Background: an optimization exercise with open tools, aiming at small area, a short achievable clock period and few clock cycles. Do not read the settings as production practice. Only simulation tests tie the RTL to the original design; equivalence was not proved.

--- design/flow/flow/run.sh ---
#!/bin/bash
# Layout: the standard flow (standard.sh, all steps unchanged) with one
# setting added: every input and output port still gets its own buffer, but
# the buffer is a sky130_fd_sc_hd__buf_1 rather than the default delay cell.
# make's full output goes to make_finish.log here; ORFS keeps each step's
# log under orfs/logs/.
set -euo pipefail
bash standard.sh finish "BUFFER_PORTS_ARGS=-buffer_cell sky130_fd_sc_hd__buf_1" > make_finish.log 2>&1
--- design/flow/standard.sh ---
#!/bin/bash
# synth_recipe.tcl (not shown) runs the flow's synth.tcl, then flattens the netlist and writes it again
# the make line also repeats each setting of config.mk as NAME=value (left out here)
make -C /OpenROAD-flow-scripts/flow DESIGN_CONFIG=/design/flow/config.mk WORK_HOME=/design/flow/orfs CLKGATE_MAP_FILE= SYNTH_SCRIPT=/design/flow/synth_recipe.tcl "${@:-finish}"
--- design/flow/config.mk ---
export PLATFORM = sky130hd
export DESIGN_NAME = alu_seq
export DESIGN_NICKNAME = alu_seq
export VERILOG_FILES = /design/flow/design.v
export SDC_FILE = /design/flow/constraint.sdc
export NUM_CORES = 4
export LEC_CHECK = 0
export ABC_AREA = 1
export CAP_MARGIN = 20
export CORE_MARGIN = 2
export CORE_UTILIZATION = 45
export PLACE_DENSITY = 0.6
export SETUP_SLACK_MARGIN = 5
export SLEW_MARGIN = 20
--- design/flow/constraint.sdc ---
create_clock -name core_clock -period 12.0 [get_ports {clk}]
set_input_delay 2.4000 -clock core_clock [delete_from_list [all_inputs] [get_ports {clk}]]
set_output_delay 2.4000 -clock core_clock [all_outputs]
set_load 0.01 [all_outputs]
--- design/flow/design.v ---
package alu_seq_pkg;
    localparam int ALU_OP_W = 5;
    localparam logic [ALU_OP_W-1:0] ALU_ADD    = 5'd0;
    localparam logic [ALU_OP_W-1:0] ALU_SUB    = 5'd1;
    localparam logic [ALU_OP_W-1:0] ALU_AND    = 5'd2;
    localparam logic [ALU_OP_W-1:0] ALU_OR     = 5'd3;
    localparam logic [ALU_OP_W-1:0] ALU_XOR    = 5'd4;
    localparam logic [ALU_OP_W-1:0] ALU_SLT    = 5'd5;
    localparam logic [ALU_OP_W-1:0] ALU_SLTU   = 5'd6;
    localparam logic [ALU_OP_W-1:0] ALU_SLL    = 5'd7;
    localparam logic [ALU_OP_W-1:0] ALU_SRL    = 5'd8;
    localparam logic [ALU_OP_W-1:0] ALU_SRA    = 5'd9;
    localparam logic [ALU_OP_W-1:0] ALU_MUL    = 5'd16;
    localparam logic [ALU_OP_W-1:0] ALU_MULH   = 5'd17;
    localparam logic [ALU_OP_W-1:0] ALU_MULHSU = 5'd18;
    localparam logic [ALU_OP_W-1:0] ALU_MULHU  = 5'd19;
    localparam logic [ALU_OP_W-1:0] ALU_DIV    = 5'd20;
    localparam logic [ALU_OP_W-1:0] ALU_DIVU   = 5'd21;
    localparam logic [ALU_OP_W-1:0] ALU_REM    = 5'd22;
    localparam logic [ALU_OP_W-1:0] ALU_REMU   = 5'd23;
    localparam logic [2:0] PH_EXE  = 3'd0;   
    localparam logic [2:0] PH_MUL  = 3'd1;   
    localparam logic [2:0] PH_DABS = 3'd2;   
    localparam logic [2:0] PH_DALN = 3'd3;   
    localparam logic [2:0] PH_DIT  = 3'd4;   
    localparam logic [2:0] PH_DFIX = 3'd5;   
endpackage
module alu_lzc #(
    parameter int XLEN = 32,
    parameter int CW   = $clog2(XLEN) + 1
) (
    input  logic [XLEN-1:0] x,
    output logic [CW-1:0]   n
);
    localparam int LV = CW - 1;
    always_comb begin
        logic [XLEN-1:0] v;
        logic [LV-1:0]   c [XLEN];
        for (int i = 0; i < XLEN; i++) begin
            v[i] = x[i];
            c[i] = '0;
        end
        for (int l = 0; l < LV; l++) begin
            for (int i = 0; i < (XLEN >> (l + 1)); i++) begin
                c[i] = v[2*i+1] ? c[2*i+1] : (c[2*i] | LV'(1 << l));
                v[i] = v[2*i+1] | v[2*i];
            end
        end
        n = v[0] ? {1'b0, c[0]} : CW'(XLEN);
    end
endmodule
module alu_booth12 (
    input  logic [11:0] b,
    input  logic        bprev,
    output logic [5:0]  one,
    output logic [5:0]  two,
    output logic [5:0]  neg
);
    logic [12:0] bb;
    assign bb = {b, bprev};
    always_comb begin
        for (int j = 0; j < 6; j++) begin
            one[j] = bb[2*j+1] ^ bb[2*j];
            two[j] = (bb[2*j+2] & ~bb[2*j+1] & ~bb[2*j]) | (~bb[2*j+2] & bb[2*j+1] & bb[2*j]);
            neg[j] = bb[2*j+2];
        end
    end
endmodule
module alu_mac12 (
    input  logic [32:0] p,
    input  logic [32:0] a,
    input  logic [5:0]  one,
    input  logic [5:0]  two,
    input  logic [5:0]  neg,
    output logic [44:0] ss,
    output logic [44:0] sc
);
    localparam int W = 45;
    localparam int R = 6;    
    function automatic logic [W-1:0] konst();
        logic [W-1:0] k;
        k = -(W'(1) << 32);
        for (int j = 0; j < R; j++) k = k - (W'(1) << (33 + 2 * j));
        konst = k;
    endfunction
    logic [W-1:0] r [R];
    logic [W-1:0] rp, nk;
    always_comb begin
        logic [33:0] sel, t;
        nk = konst();
        for (int j = 0; j < R; j++) begin
            sel   = ({34{one[j]}} & {a[32], a}) | ({34{two[j]}} & {a, 1'b0});
            t     = sel ^ {34{neg[j]}};
            r[j]  = W'({~t[33], t[32:0]}) << (2 * j);
            nk[2 * j] = neg[j];
        end
    end
    assign rp = W'({~p[32], p[31:0]});
    function automatic logic [2*W-1:0] csa(input logic [W-1:0] x, input logic [W-1:0] y,
                                           input logic [W-1:0] z);
        logic [W-1:0] sm, cy;
        sm  = x ^ y ^ z;
        cy  = (x & y) | (x & z) | (y & z);
        csa = {sm, cy[W-2:0], 1'b0};
    endfunction
    logic [2*W-1:0] t1, t2, t3, t4, t5, t6;
    assign t1 = csa(r[0], r[1], r[2]);
    assign t2 = csa(r[3], r[4], r[5]);
    assign t3 = csa(t1[2*W-1:W], t1[W-1:0], t2[2*W-1:W]);
    assign t4 = csa(t2[W-1:0], rp, nk);
    assign t5 = csa(t3[2*W-1:W], t3[W-1:0], t4[2*W-1:W]);
    assign t6 = csa(t5[2*W-1:W], t5[W-1:0], t4[W-1:0]);
    assign ss = t6[2*W-1:W];
    assign sc = t6[W-1:0];
endmodule
import alu_seq_pkg::*;
module alu_seq #(
    parameter int XLEN    = 32,
    parameter int SHAMT_W = $clog2(XLEN)
) (
    input  logic                clk,
    input  logic                rst_n,
    input  logic                flush,
    input  logic                in_valid,
    output logic                in_ready,
    input  logic [ALU_OP_W-1:0] op,
    input  logic                alu_src,
    input  logic [XLEN-1:0]     src1,
    input  logic [XLEN-1:0]     src2,
    input  logic [XLEN-1:0]     imm,
    output logic                out_valid,
    input  logic                out_ready,
    output logic [XLEN-1:0]     result,
    output logic                zero,
    output logic                busy
);
    localparam int CW = SHAMT_W + 1;
    logic                xv_q;       
    logic [2:0]          ph_q;
    logic [ALU_OP_W-1:0] xop_q;
    logic [XLEN-1:0]     xa_q, xb_q;
    logic [SHAMT_W-1:0]  cnt_q;
    logic                negq_q, negr_q;
    logic [5:0]          bone_q, btwo_q, bneg_q;   
    logic                p32_q;      
    logic                v0_q;
    logic [XLEN-1:0]     r0_q;       
    logic [XLEN-1:0] op2;
    logic            accept, wr, xadv, head_free, x_fin, x_wp;
    logic            in_mul, in_div, in_sgn, in_sa, in_sb;
    assign op2       = alu_src ? imm : src2;
    assign head_free = !v0_q || out_ready;
    assign in_ready  = !xv_q || (x_fin && head_free);
    assign accept    = in_valid && in_ready && !flush;
    assign wr        = xv_q && x_fin && head_free;
    assign xadv      = !(x_fin || x_wp) || head_free;
    assign in_mul = (op[4:2] == 3'b100);
    assign in_div = (op[4:2] == 3'b101);
    assign in_sgn = in_div && !op[0];
    assign in_sa  = in_sgn && src1[XLEN-1];
    assign in_sb  = in_sgn && op2[XLEN-1];
    logic            sub_mode, is_dabs, is_daln, is_dit, is_dfix, is_mul;
    logic [XLEN-1:0] add_a, add_b;
    logic [XLEN:0]   add_s;
    logic            slt, sltu;
    assign is_mul  = (ph_q == PH_MUL);
    assign is_dabs = (ph_q == PH_DABS);
    assign is_daln = (ph_q == PH_DALN);
    assign is_dit  = (ph_q == PH_DIT);
    assign is_dfix = (ph_q == PH_DFIX);
    assign sub_mode = xop_q[4] || (xop_q == ALU_SUB) ||
                      (xop_q == ALU_SLT) || (xop_q == ALU_SLTU);
    assign add_a    = is_dabs ? '0 : xa_q;
    assign add_b    = sub_mode ? ~xb_q : xb_q;
    logic [44:0]     m_ss, m_sc, cpa_a, cpa_b, cpa_s;
    logic [XLEN-1:0] rem1;
    assign cpa_a = is_mul ? m_ss : 45'({1'b0, is_dit ? rem1 : add_a});
    assign cpa_b = is_mul ? m_sc : 45'({1'b0, is_dit ? ~{1'b0, xb_q[XLEN-1:1]} : add_b});
    assign cpa_s = cpa_a + cpa_b + 45'(!is_mul && sub_mode);
    assign add_s = cpa_s[XLEN:0];
    assign sltu     = !add_s[XLEN];
    assign slt      = (xa_q[XLEN-1] ^ xb_q[XLEN-1]) ? xa_q[XLEN-1] : add_s[XLEN-1];
    logic [CW-1:0]      za, zb;
    logic [CW:0]        zdiff;
    logic               b_zero, q_zero;
    logic [SHAMT_W-1:0] sh_amt;
    logic [XLEN-1:0]    sh_in, sh_t, sh_r, sh_out;
    logic               sh_left, sh_fill;
    alu_lzc #(.XLEN(XLEN)) u_lza (.x(xa_q), .n(za));
    alu_lzc #(.XLEN(XLEN)) u_lzb (.x(xb_q), .n(zb));
    assign zdiff  = {1'b0, zb} - {1'b0, za};
    assign b_zero = zb[CW-1];
    assign q_zero = zdiff[CW];
    assign sh_in   = is_daln ? xb_q : xa_q;
    assign sh_amt  = is_daln ? zdiff[SHAMT_W-1:0] : xb_q[SHAMT_W-1:0];
    assign sh_left = is_daln || (xop_q == ALU_SLL);
    assign sh_fill = (xop_q == ALU_SRA) && xa_q[XLEN-1];
    always_comb begin
        for (int i = 0; i < XLEN; i++)
            sh_t[i] = sh_left ? sh_in[XLEN-1-i] : sh_in[i];
        sh_r = XLEN'($signed({sh_fill, sh_t}) >>> sh_amt);
        for (int i = 0; i < XLEN; i++)
            sh_out[i] = sh_left ? sh_r[XLEN-1-i] : sh_r[i];
    end
    logic [XLEN-1:0] base_res;
    always_comb begin
        case (xop_q)
            ALU_ADD, ALU_SUB:         base_res = add_s[XLEN-1:0];
            ALU_AND:                  base_res = xa_q & xb_q;
            ALU_OR:                   base_res = xa_q | xb_q;
            ALU_XOR:                  base_res = xa_q ^ xb_q;
            ALU_SLT:                  base_res = {{(XLEN-1){1'b0}}, slt};
            ALU_SLTU:                 base_res = {{(XLEN-1){1'b0}}, sltu};
            ALU_SLL, ALU_SRL, ALU_SRA: base_res = sh_out;
            default:                  base_res = '0;
        endcase
    end
    logic            m_sa, m_sb, m_first, m_last;
    logic [XLEN:0]   m_p;
    logic [44:0]     m_sum;
    logic [XLEN-1:0] m_lo, m_hi, m_acc;
    logic [11:0]     nb_field;
    logic            nb_prev;
    logic [5:0]      nb_one, nb_two, nb_neg;
    assign m_sa    = xop_q[0] ^ xop_q[1];            
    assign m_sb    = xop_q[0] && !xop_q[1];          
    assign m_first = !(cnt_q[1] || cnt_q[0]);
    assign m_last  = cnt_q[1];
    assign nb_field = accept ? op2[11:0]
                    : cnt_q[0] ? {{4{m_sb && xb_q[19]}}, xb_q[19:12]}
                    : xb_q[23:12];
    assign nb_prev  = !accept && xb_q[11];
    alu_booth12 u_booth (
        .b     (nb_field),
        .bprev (nb_prev),
        .one   (nb_one),
        .two   (nb_two),
        .neg   (nb_neg)
    );
    assign m_p     = m_first ? '0 : {p32_q, r0_q};
    alu_mac12 u_mac (
        .p     (m_p),
        .a     ({m_sa && xa_q[XLEN-1], xa_q}),
        .one   (bone_q),
        .two   (btwo_q),
        .neg   (bneg_q),
        .ss    (m_ss),
        .sc    (m_sc)
    );
    assign m_sum = cpa_s;
    assign m_lo  = {m_sum[7:0], xb_q[XLEN-1:8]};
    assign m_hi  = m_sum[XLEN+7:8];
    assign m_acc = m_sum[XLEN+11:12];
    logic [XLEN-1:0] neg_in, neg_out, div_res;
    logic [XLEN-1:0] rem2, d_q, d_r;
    logic [XLEN:0]   sub1;
    logic            ge1, ge2, d_two, d_last, d_fix;
    assign sub1   = {1'b0, xa_q} - {1'b0, xb_q};
    assign ge1    = !sub1[XLEN];
    assign rem1   = ge1 ? sub1[XLEN-1:0] : xa_q;
    assign ge2    = add_s[XLEN];
    assign rem2   = ge2 ? add_s[XLEN-1:0] : rem1;
    assign d_two  = (cnt_q != '0);
    assign d_last = (cnt_q[SHAMT_W-1:1] == '0);
    assign neg_in  = (is_dfix && !xop_q[1]) ? r0_q : xa_q;
    assign neg_out = -neg_in;
    assign div_res = xop_q[1] ? (negr_q ? neg_out : xa_q)
                              : (negq_q ? neg_out : r0_q);
    assign d_q   = !is_dit ? (b_zero ? '1 : '0)
                 : d_two   ? {r0_q[XLEN-3:0], ge1, ge2}
                 :           {r0_q[XLEN-2:0], ge1};
    assign d_r   = !is_dit ? xa_q : d_two ? rem2 : rem1;
    assign d_fix = xop_q[1] ? negr_q : negq_q;
    always_comb begin
        unique case (ph_q)
            PH_MUL:  x_fin = m_last;
            PH_DABS: x_fin = 1'b0;
            PH_DALN: x_fin = (b_zero || q_zero) && !(xop_q[1] && negr_q);
            PH_DIT:  x_fin = d_last && !d_fix;
            default: x_fin = 1'b1;
        endcase
    end
    assign x_wp = is_mul || (is_daln && !(b_zero || q_zero)) || is_dit;
    logic [XLEN-1:0] x_res, m_res, r0_d;
    assign x_res = is_dfix ? div_res
                 : (is_daln || is_dit) ? (xop_q[1] ? d_r : d_q)
                 : base_res;
    assign m_res = !m_last ? m_acc : (xop_q[1:0] == 2'd0) ? m_lo : m_hi;
    assign r0_d  = is_mul ? m_res : x_fin ? x_res : d_q;
    always_ff @(posedge clk or negedge rst_n) begin
        if (!rst_n) begin
            xv_q <= 1'b0;
            ph_q <= PH_EXE;
            v0_q <= 1'b0;
        end else if (flush) begin
            xv_q <= 1'b0;
            v0_q <= 1'b0;
        end else begin
            if (head_free) v0_q <= wr;
            if (accept) begin
                xv_q <= 1'b1;
                ph_q <= in_mul ? PH_MUL
                      : in_div ? ((in_sa || in_sb) ? PH_DABS : PH_DALN)
                      : PH_EXE;
            end else if (xv_q && xadv) begin
                unique case (ph_q)
                    PH_MUL: if (m_last) xv_q <= 1'b0;
                    PH_DABS: ph_q <= PH_DALN;
                    PH_DALN: begin
                        if (b_zero || q_zero) begin
                            if (x_fin) xv_q <= 1'b0;
                            ph_q <= PH_DFIX;
                        end else begin
                            ph_q <= PH_DIT;
                        end
                    end
                    PH_DIT: begin
                        if (d_last) begin
                            if (x_fin) xv_q <= 1'b0;
                            ph_q <= PH_DFIX;
                        end
                    end
                    default: xv_q <= 1'b0;
                endcase
            end
        end
    end
    always_ff @(posedge clk) begin
        if (accept) begin
            xop_q   <= op;
            xa_q    <= src1;
            xb_q    <= op2;
            cnt_q   <= '0;
            bone_q  <= nb_one;
            btwo_q  <= nb_two;
            bneg_q  <= nb_neg;
            negq_q  <= in_sa ^ in_sb;
            negr_q  <= in_sa;
        end else if (xv_q && xadv) begin
            unique case (ph_q)
                PH_MUL: begin
                    p32_q   <= m_sum[XLEN+12];
                    xb_q    <= {m_sum[11:0], xb_q[XLEN-1:12]};
                    bone_q  <= nb_one;
                    btwo_q  <= nb_two;
                    bneg_q  <= nb_neg;
                    cnt_q   <= cnt_q + 1'b1;
                end
                PH_DABS: begin
                    if (xa_q[XLEN-1]) xa_q <= neg_out;
                    if (xb_q[XLEN-1]) xb_q <= add_s[XLEN-1:0];
                end
                PH_DALN: begin
                    if (!b_zero && !q_zero) begin
                        xb_q  <= sh_out;
                        cnt_q <= zdiff[SHAMT_W-1:0];
                    end
                end
                PH_DIT: begin
                    xa_q  <= d_r;
                    xb_q  <= xb_q >> 2;
                    cnt_q <= cnt_q - 2'd2;
                end
                default: ;
            endcase
        end
        if (xv_q && xadv && (x_fin || x_wp)) r0_q <= r0_d;
    end
    assign out_valid = v0_q;
    assign result    = r0_q;
    assign zero      = (r0_q == '0);
    assign busy      = xv_q;
endmodule
==> impl_metrics.toml, run 1 <==
[critical_path]
critPathMaxFanout = 42
worst_ep_arrival_time_ns = 7.53
crit_type = "flip-flop to flip-flop"
crit_path_frequent_cell = "nand2_1"
required_ns = 12.24
slowest_stage = "nand3_1"
crit_path_end_kind = "flip-flop"
start_kind = "flip-flop"
crit_path_max_incr_delay_ns = 0.68

[routing]
wl_met3_mm = 41.9
dr_total_vias = 45624
first_pass_iters = 17
dr_wl_met2_mm = 90.8
routed_wl_mm = 243
ant_nets = 0
wl_met1_mm = 78.3
drt_iter0_drc = 9693
via_per_inst = 7.13
drc = 0
highest_layer = "met5"
wl_per_cell_um = 38.0

[timing]
fin_ws_ns = 4.72
hold_viol_final = 0
period_share_pct = 60.7
fin_worst_skew_ns = 0.0177
worst_pin_slew_ns = 1.34
min_period_ns = 7.28
final-setup-viol-count = 0
maxSlewViolCount = 0
tns_ns = 0
max_freq_ghz = 0.137
grt_setup_unrepaired = "yes"
slew_headroom_pct = 9.71

[die]
num_rows = 99
dieHeight_um = 275
initial_core_util_pct = 45.3
die_x_um = 275
die_area_um2 = 75400
io_pins = 143
core_um2 = 72700

[clocking]
h-tree-depth = 4
clkLatencyLatePin_ns = 0.52
cts_tree = "done"
hold_buffers = 0
clk_pin_slew_ns = 0.08
cts-buffers-inserted = 17
clockBufferDepth = 2
clockRootBuffer = "clkbuf_16"
clock_sinks = 132

[placed_design]
post-dp-hpwl_mm = 175
dp_slack_ns = 2.71
io_buffers = 142
place_congestion = 1.20
place_area_um2 = 34500

[logic_synthesis]
yosysWarnings = 6
ys_seq_area_share_pct = 11.8
ys_ff_latch = 132
synth_nets = 5773
synth_flop_cell = "edfxtp_1"
synth_edf_count = 122
syn-cell-area_um2 = 32900
async_reset_ff_share_pct = 3.79
synth_cells = 5288
synth_cell_types = 70
syn_avg_cell_area_um2 = 6.23

[grt]
antenna_found_initial = 36
grt_max_degree = 63
grt_usage_pct = 62.0
grt_pass1_vias = 40242
grt_remaining_overflow = 0
grt_pass1_wl_mm = 322

[final_layout]
drive_gt1_share_pct = 10.6
areaGrowthSynthToFinish_pct = 13.1
final_cell_area_um2 = 37300
num-nets-final = 5884

[job]
drv_cap = 0

[outcome]
status = "finished clean"

[min_path]
hold_path.class = "flip-flop to flip-flop"
==> cells in the mapped netlist, types with 8 or more instances <==
master    instances  area share, %
nand2_1        1167             13
nor2_1          458            5.2
nand4_1          21           0.40
o21ai_1          26           0.39
a21o_1           16           0.36
inv_1           657            7.5
o21ai_0         381            5.8
buf_6             9           0.31
inv_2            11           0.13
edfxtp_1        122             11
a221oi_1         23           0.61
o21a_1           29           0.66
xor2_1          266            7.1
a21oi_1         232            3.5
clkbuf_1        192            2.2
clkinv_1         30           0.34
buf_4            10           0.23
nand3_1         578            8.8
ha_1            213            8.1
o211ai_1         59            1.3
nor3_1           31           0.47
nand3b_1         10           0.23
fa_1            165             10
o21bai_1         12           0.27
xnor2_1          11           0.29
buf_2            47           0.71
a21boi_0          8           0.18
nor4_1            9           0.17
o21ai_2          19           0.51
a211oi_1          9           0.21
o22ai_1         225            4.3
a31oi_1          59            1.1
buf_1            68           0.77
or2_2            24           0.46
==> path summary, 6_finish.rpt <==
path / cells past startpoint / endpoint / slack [ns] / startpoint
setup / recovery: 27 / xa_q[2] / 4.72 / xop_q[1]
hold / removal: 2 / cnt_q[0] / 0.61 / cnt_q[0]
setup reg to reg: 27 / xa_q[2] / 4.72 / xop_q[1]
hold reg to reg: 2 / cnt_q[0] / 0.61 / cnt_q[0]
max in group asynchronous: 1 / ph_q[0] / 10.07 / rst_n
min in group asynchronous: 1 / xv_q / 1.72 / rst_n
==> through the flow <==
stage	cells	hold slack (ns)	util [%]
after floorplan	5288	0.530	-
after global placement	6212	0.596	47.5
after detailed placement	6213	0.596	47.5
after CTS	6301	0.610	49.3
after global routing	6377	0.640	51.1
final	6401	0.612	51.2
==> cell families (layout without fill, tap and decap cells) <==
kind of cell	after synthesis	count (layout)	share of synthesized area, %
DFF	132	132	11.8
and+or+nand+nor	2338	2339	30.1
other	0	30	0
buffers and inverters	1025	1148	12.2
xor gates and xnor gates	278	278	7.41
muxes	6	6	0.201
AOI/OAI and AO/OA	1131	1131	20.1
adders and majority gates	378	378	18.1
==> layer usage <==
layer  GRT usage [%]  vias up
met5            8.58        -
met4            59.3       32
met3            34.4     1774
met2            82.9     5032
met1            67.7    20989
li1                -    17797
==> state kept, by name (all words and copies together), names as in the netlist, 3 cells and up <==
name    count
xb_q       32
xa_q       32
btwo_q      6
r0_q       32
ph_q        3
xop_q       5
bone_q      6
cnt_q       5
bneg_q      6
==> critical path: cells and delay by family, from the launching register on <==
family,cells,cell delay [ns]
and+or+nand+nor,11,2.28
adders and majority gates,2,0.62
AOI/OAI and AO/OA,7,1.81
buffers and inverters,7,1.80
DFF,1,0.39
==> layout by cell type (no fill, tap or decap), drive strengths merged, types with 5 or more instances in the layout <==
| master | netlist | routed |
|---|---|---|
| nand3 | 580 | 581 |
| a21boi | 8 | 8 |
| a31oi | 59 | 59 |
| dfxtp | 5 | 5 |
| o21ai | 427 | 427 |
| xnor2 | 11 | 11 |
| o211ai | 59 | 59 |
| a221oi | 23 | 23 |
| clkinvlp | 0 | 27 |
| buf | 134 | 409 |
| a211oi | 9 | 9 |
| clkbuf | 192 | 24 |
| diode | 0 | 30 |
| nand2 | 1175 | 1175 |
| nor2 | 471 | 471 |
| o221ai | 7 | 7 |
| nand3b | 10 | 10 |
| ha | 213 | 213 |
| nor3 | 37 | 37 |
| o21a | 29 | 29 |
| nand4 | 23 | 23 |
| dfrtp | 5 | 5 |
| clkinv | 31 | 32 |
| or2 | 26 | 26 |
| mux2 | 5 | 5 |
| o21bai | 12 | 12 |
| nor4 | 10 | 10 |
| a21o | 16 | 16 |
| fa | 165 | 165 |
| edfxtp | 122 | 122 |
| a21oi | 234 | 234 |
| o22ai | 225 | 225 |
| xor2 | 267 | 267 |
| inv | 668 | 656 |
| o2111ai | 7 | 7 |
==> final cells by class <==
class / count / area [um^2]
inverter: 699 / 2800
multi-input combinational: 4132 / 25700
antenna: 30 / 75.1
sequential: 132 / 3890
fill: 7565 / 35500
tap: 959 / 1200
timing repair inverter: 2 / 10.0
clock inverter: 14 / 134
clock buffer: 18 / 450
timing repair buffer: 415 / 2960
==> repair_timing <==
action / in CTS / in global routing
setup buffers: 55 / 64
setup endpoints to repair: 152 / 112
gates resized for setup: 99 / 173
gates cloned: 1 / 6
pin swaps: 3 / 22
Testbench counts, summed over its fixed seeds: cycles 8,485.
==> run 2, diff against run 1 <==
--- a/design/flow/config.mk
+++ b/design/flow/config.mk
@@ -10,3 +10,3 @@
 export CORE_MARGIN = 2
-export CORE_UTILIZATION = 45
+export CORE_UTILIZATION = 40
 export PLACE_DENSITY = 0.6
==> impl_metrics.toml, run 2 <==
[clocking]
cts-buffers-inserted = 17
clockRootBuffer = "clkbuf_16"
clockBufferDepth = 2
clkLatencyLatePin_ns = 0.55
hold_buffers = 0
clk_pin_slew_ns = 0.08
clock_sinks = 132
h-tree-depth = 4
cts_tree = "done"

[routing]
ant_nets = 0
drt_iter0_drc = 7401
wl_per_cell_um = 37.4
dr_total_vias = 43771
first_pass_iters = 7
drc = 0
via_per_inst = 6.75
routed_wl_mm = 243

[final_layout]
final_cells = 6488
drive_gt1_share_pct = 10.1
largestRegisters = "r0_q x32, xa_q x32, xb_q x32"
final_cell_area_um2 = 37300
num-nets-final = 5872
num-fill-cells = 8940
layout_common_cells = "nand2_1, inv_1, nand3_1, nor2_1, o21ai_0"
final_common_cell = "nand2_1"
areaGrowthSynthToFinish_pct = 13.2

[critical_path]
r2r_setup_slack_ns = 4.95
crit_start = "xa_q[29]"
critPathMaxFanout = 17
crit_end = "r0_q[8]"
slowest_stage = "xor2_1"
start_kind = "flip-flop"
required_ns = 12.40
crit_path_end_kind = "flip-flop"
r2r_cells = 30
crit_path_max_incr_delay_ns = 0.85
reg2reg_to = "r0_q[8]"
r2r_start = "xa_q[29]"
crit_type = "flip-flop to flip-flop"
worst_ep_arrival_time_ns = 7.44
crit_path_frequent_cell = "nand2_1"

[logic_synthesis]
synthXorXnorAreaFrac_pct = 7.41
yosys.area.top_type = "nand2_1"
synthAdderAreaFrac_pct = 18.1
async_reset_ff_share_pct = 3.79
ys_ff_latch = 132
synth_top_area_share_pct = 13.3
synth_top_family_by_area = "simple AND/OR/NAND/NOR gates"
synth-simple-area-share_pct = 30.1
syn_avg_cell_area_um2 = 6.23
synth_edf_count = 122
synth_area_leaders = "nand2_1, edfxtp_1, fa_1"
yosysWarnings = 6
synth_cell_types = 70
synth_nets = 5773
ys_seq_area_share_pct = 11.8
post-synth-top-count-cell = "nand2_1"
syn-cell-area_um2 = 32900
muxShareOfSynthArea_pct = 0.201
synth_cells = 5288
synth_compound_area_share_pct = 20.1
synth_flop_cell = "edfxtp_1"
synthTopCellsByCount = "nand2_1, inv_1, nand3_1, nor2_1, o21ai_0"

[timing]
final-setup-viol-count = 0
tns_ns = 0
period_share_pct = 58.7
grt_setup_unrepaired = "yes"
worst_pin_slew_ns = 1.20
slew_headroom_pct = 19.5
fin_worst_skew_ns = 0.0396
whs_ns = 0.627
fin_ws_ns = 4.95
maxSlewViolCount = 0
hold_viol_final = 0
min_period_ns = 7.05
max_freq_ghz = 0.142

[die]
dieHeight_um = 291
io_pins = 143
core_um2 = 81800
initial_core_util_pct = 40.3
die_x_um = 291
die_area_um2 = 84700
num_rows = 105

[placed_design]
place_area_um2 = 34600
dp.cells = 6312
io_buffers = 142
place_congestion = 1.16
post-dp-hpwl_mm = 177
dp_slack_ns = 3.01

[min_path]
hold_path.class = "flip-flop to flip-flop"
holdCritStartpoint = "cnt_q[4]"

[grt]
grt_pass1_vias = 39331
grt_usage_pct = 55.6
grt_max_degree = 82
antenna_found_initial = 34
grt_remaining_overflow = 0
grt_pass1_wl_mm = 325

[outcome]
status = "finished clean"

[job]
drv_cap = 0
==> run 2: final cells by class <==
cell class	instances	area, um^2	share of cell area (%)
multi-input combinational	4133	25700	68.9
sequential	132	3890	10.4
timing repair buffer	403	2930	7.85
inverter	699	2770	7.44
tap	1070	1340	3.59
clock buffer	20	489	1.31
clock inverter	12	106	0.285
antenna	18	45.0	0.121
timing repair inverter	1	11.3	0.0302
==> run 2: worst min path at each step <==
stage | cells past startpoint | to | slack, ns
6_report | 2 | cnt_q[4] | 0.63
5_1_grt | 2 | cnt_q[3] | 0.66
4_1_cts | 2 | cnt_q[3] | 0.63
3_5_place_dp | 2 | cnt_q[3] | 0.62
3_3_place_gp | 2 | cnt_q[3] | 0.60
2_1_floorplan | 2 | cnt_q[0] | 0.53
==> run 2: timing repair <==
item	4_1_cts	5_1_grt
gates resized for setup	97	193
cloned	2	1
pin swaps	4	14
setup buffers	54	69
endpoints found under the setup margin	142	84
==> run 2: stage by stage <==
stage               utilization (%)
floorplan                         -
global placement               42.3
detailed placement             42.3
CTS                            44.0
global route                   45.5
finish                         45.6
==> run 2: logic make-up (layout without fill, tap and decap cells) <==
family / after synthesis / in the layout
XOR/XNOR: 278 / 278
flip-flops: 132 / 132
adder cells (fa/ha/maj): 378 / 378
multiplexers: 6 / 6
other: 0 / 18
buffers and inverters: 1025 / 1135
AND/OR/NAND/NOR: 2338 / 2340
AO/OA/AOI/OAI: 1131 / 1131
==> run 2: per-layer routing <==
metal,vias to the layer above,GRT usage (%),share of wire (%)
li1,17763,-,-
met1,20746,64.9,35
met2,4005,77.3,39
met3,1241,22.4,14
met4,16,51.1,11
met5,-,0,0.044
==> run 2: worst max-delay path: cells and delay by family (launching register included) <==
| family | cells | cell delay [ns] |
|---|---|---|
| flops | 1 | 0.55 |
| buf+inv | 6 | 1.20 |
| xor+xnor | 1 | 0.85 |
| simple gates | 11 | 1.38 |
| fa+ha+maj | 2 | 0.87 |
| compound gates | 10 | 2.05 |
==> run 3, diff against run 2 <==
==> design/flow/flow/run.sh (replaced) <==
#!/bin/bash
# Layout: the standard flow (standard.sh, all steps unchanged) with one
# setting added: every input and output port still gets its own buffer, but
# the buffer is a sky130_fd_sc_hd__buf_2 rather than the default delay cell.
# make's full output goes to make_finish.log here; ORFS keeps each step's
# log under orfs/logs/.
set -euo pipefail
bash standard.sh finish "BUFFER_PORTS_ARGS=-buffer_cell sky130_fd_sc_hd__buf_2" > make_finish.log 2>&1
==> impl_metrics.toml, run 3 <==
[logic_synthesis]
synthXorXnorAreaFrac_pct = 7.41
synth_area_leaders = "nand2_1, edfxtp_1, fa_1"
synthAdderAreaFrac_pct = 18.1
synth_edf_count = 122
ys_ff_latch = 132
synth_nets = 5773
synth_cell_types = 70
syn-cell-area_um2 = 32900
synth_compound_area_share_pct = 20.1
synth-simple-area-share_pct = 30.1
synth_cells = 5288
yosysWarnings = 6
synth_flop_cell = "edfxtp_1"
synth_top_area_share_pct = 13.3
post-synth-top-count-cell = "nand2_1"
ys_seq_area_share_pct = 11.8
async_reset_ff_share_pct = 3.79
synthTopCellsByCount = "nand2_1, inv_1, nand3_1, nor2_1, o21ai_0"
muxShareOfSynthArea_pct = 0.201
syn_avg_cell_area_um2 = 6.23
synth_top_family_by_area = "simple AND/OR/NAND/NOR gates"
yosys.area.top_type = "nand2_1"

[min_path]
hold_path.class = "flip-flop to flip-flop"
hold_depth = 2
holdPathEnd = "v0_q"
holdCritStartpoint = "xv_q"

[die]
die_x_um = 291
num_rows = 105
core_um2 = 81800
dieHeight_um = 291
initial_core_util_pct = 40.3
io_pins = 143
die_area_um2 = 84700

[routing]
ant_nets = 0
dr_total_vias = 43436
via_per_inst = 6.70
wl_per_cell_um = 37.2
drt_iter0_drc = 7255
first_pass_iters = 10
routed_wl_mm = 242
drc = 0

[timing]
final-setup-viol-count = 0
worst_pin_slew_ns = 1.16
tns_ns = 0
max_freq_ghz = 0.140
slew_headroom_pct = 22.4
whs_ns = 0.624
period_share_pct = 59.7
maxSlewViolCount = 0
fin_worst_skew_ns = 0.0289
grt_setup_unrepaired = "yes"
min_period_ns = 7.16
hold_viol_final = 0

[final_layout]
layout_common_cells = "nand2_1, inv_1, nand3_1, nor2_1, o21ai_0"
final_cells = 6487
utilization_pct = 45.5
num-nets-final = 5865
largestRegisters = "r0_q x32, xa_q x32, xb_q x32"
drive_gt1_share_pct = 12.3
final_common_cell = "nand2_1"
areaGrowthSynthToFinish_pct = 13.1

[job]
drv_cap = 0

[critical_path]
r2r_start = "xb_q[29]"
required_ns = 12.39
reg2reg_to = "r0_q[18]"
r2r_cells = 34
r2r_setup_slack_ns = 4.84
crit_path_max_incr_delay_ns = 0.61
worst_ep_arrival_time_ns = 7.55
crit_type = "flip-flop to flip-flop"
crit_path_frequent_cell = "nand2_1"
crit_path_end_kind = "flip-flop"
slowest_stage = "o21ai_0"
cp_num_buf_inv = 10
crit_start = "xb_q[29]"
start_kind = "flip-flop"
cp_top_family = "compound AO/OA/AOI/OAI gates"
critPathMaxFanout = 8

[clocking]
h-tree-depth = 4
hold_buffers = 0
clock_sinks = 132
clkLatencyLatePin_ns = 0.54
clockRootBuffer = "clkbuf_16"
clockBufferDepth = 2
cts-buffers-inserted = 17
clk_pin_slew_ns = 0.08
cts_tree = "done"

[placed_design]
post-dp-hpwl_mm = 175
place_congestion = 1.17
io_buffers = 142
dp.cells = 6313

[grt]
grt_pass1_vias = 39831
antenna_found_initial = 32
grt_usage_pct = 55.2
grt_pass1_wl_mm = 324
grt_max_degree = 81
grt_remaining_overflow = 0

[outcome]
status = "finished clean"
==> run 3: cell counts after synthesis <==
Identical to the previous run, type by type.
==> run 3: cell families (layout without fill, tap and decap cells) <==
kind of cell	after synthesis	after routing
simple gates	2338	2342
compound gates	1131	1131
other cells	0	24
buf+inv	1025	1126
flops	132	132
mux	6	6
xor+xnor	278	278
fa+ha+maj	378	378
==> run 3: area by class of cell <==
type                    count  area, um^2
diodes                     24        60.1
repair buffers            395        2910
clock buffers              23         543
multi-input cells        4135       25700
clock inverters             9        98.8
flip-flops and latches    132        3890
fillers                  8992       44600
inverters                 699        2740
well taps                1070        1340
==> run 3: stage by stage <==
| stage | worst slack [ns] | instance area, um^2 |
|---|---|---|
| 5_1_grt | 4.90 | 37200 |
| 6_report | 4.84 | 37300 |
| 2_1_floorplan | 5.73 | 32900 |
| 3_5_place_dp | 3.19 | 34700 |
| 3_3_place_gp | 3.46 | 34700 |
| 4_1_cts | 5.00 | 36100 |
==> run 3: per-layer routing <==
layer | vias up | global-route usage [%] | part of all wire (%)
met3 | 1247 | 25.4 | 15
met4 | 28 | 49.2 | 11
met5 | - | 0.567 | 0.13
met2 | 3948 | 76.9 | 39
li1 | 17733 | - | -
met1 | 20480 | 62.8 | 35
==> run 3: worst register-to-register path, delay by kind of cell, from the launching register on <==
family / cells / cell delay (ns)
AO/OA/AOI/OAI: 10 / 2.24
adder cells (fa/ha/maj): 2 / 0.68
buffers and inverters: 10 / 1.98
flip-flops: 1 / 0.33
AND/OR/NAND/NOR: 12 / 1.81
==> run 3: how the worst max path moves through the flow <==
stage / end / slack [ns] / depth (start not counted)
floorplan: r0_q[29] / 5.73 / 33
CTS: in_ready / 5.00 / 22
finish: r0_q[18] / 4.84 / 34
detailed placement: r0_q[13] / 3.19 / 41
global route: r0_q[31] / 4.90 / 43
global placement: r0_q[29] / 3.46 / 42
==> run 3: repair_timing <==
action                                  4_1_cts  5_1_grt
pin swaps                                     9       10
resized for setup                            80      139
endpoints found under the hold margin         0        0
cloned                                        1        3
endpoints found under the setup margin      137       89
setup buffers                                43       71

## port drivers added, routing unchanged
In the flow no input, the clock included, has a driving cell. The finished layouts below were timed again as built, in two steps.
Step 1, drivers: a clkbuf_16 drives clk and a buf_2 each remaining input, both assumed.
Step 2, shift: input delay + t, output delay - t, t = (earliest + latest rising clock arrival at the registers) / 2. This alone moves slack from input paths to output paths.
Three values: ideal ports, drivers, drivers and shift; two values: the first two.
| run | t, ns | setup slack, ns | cell pins on the clock port's net |
|---|---|---|---|
| run 1 | 0.579 | 4.717 / 4.717 / 4.717 | 1 |
| run 2 | 0.606 | 4.951 / 4.951 / 4.951 | 1 |
| run 3 | 0.597 | 4.838 / 4.838 / 4.838 | 1 |
After both steps setup and hold are still met in every run listed.
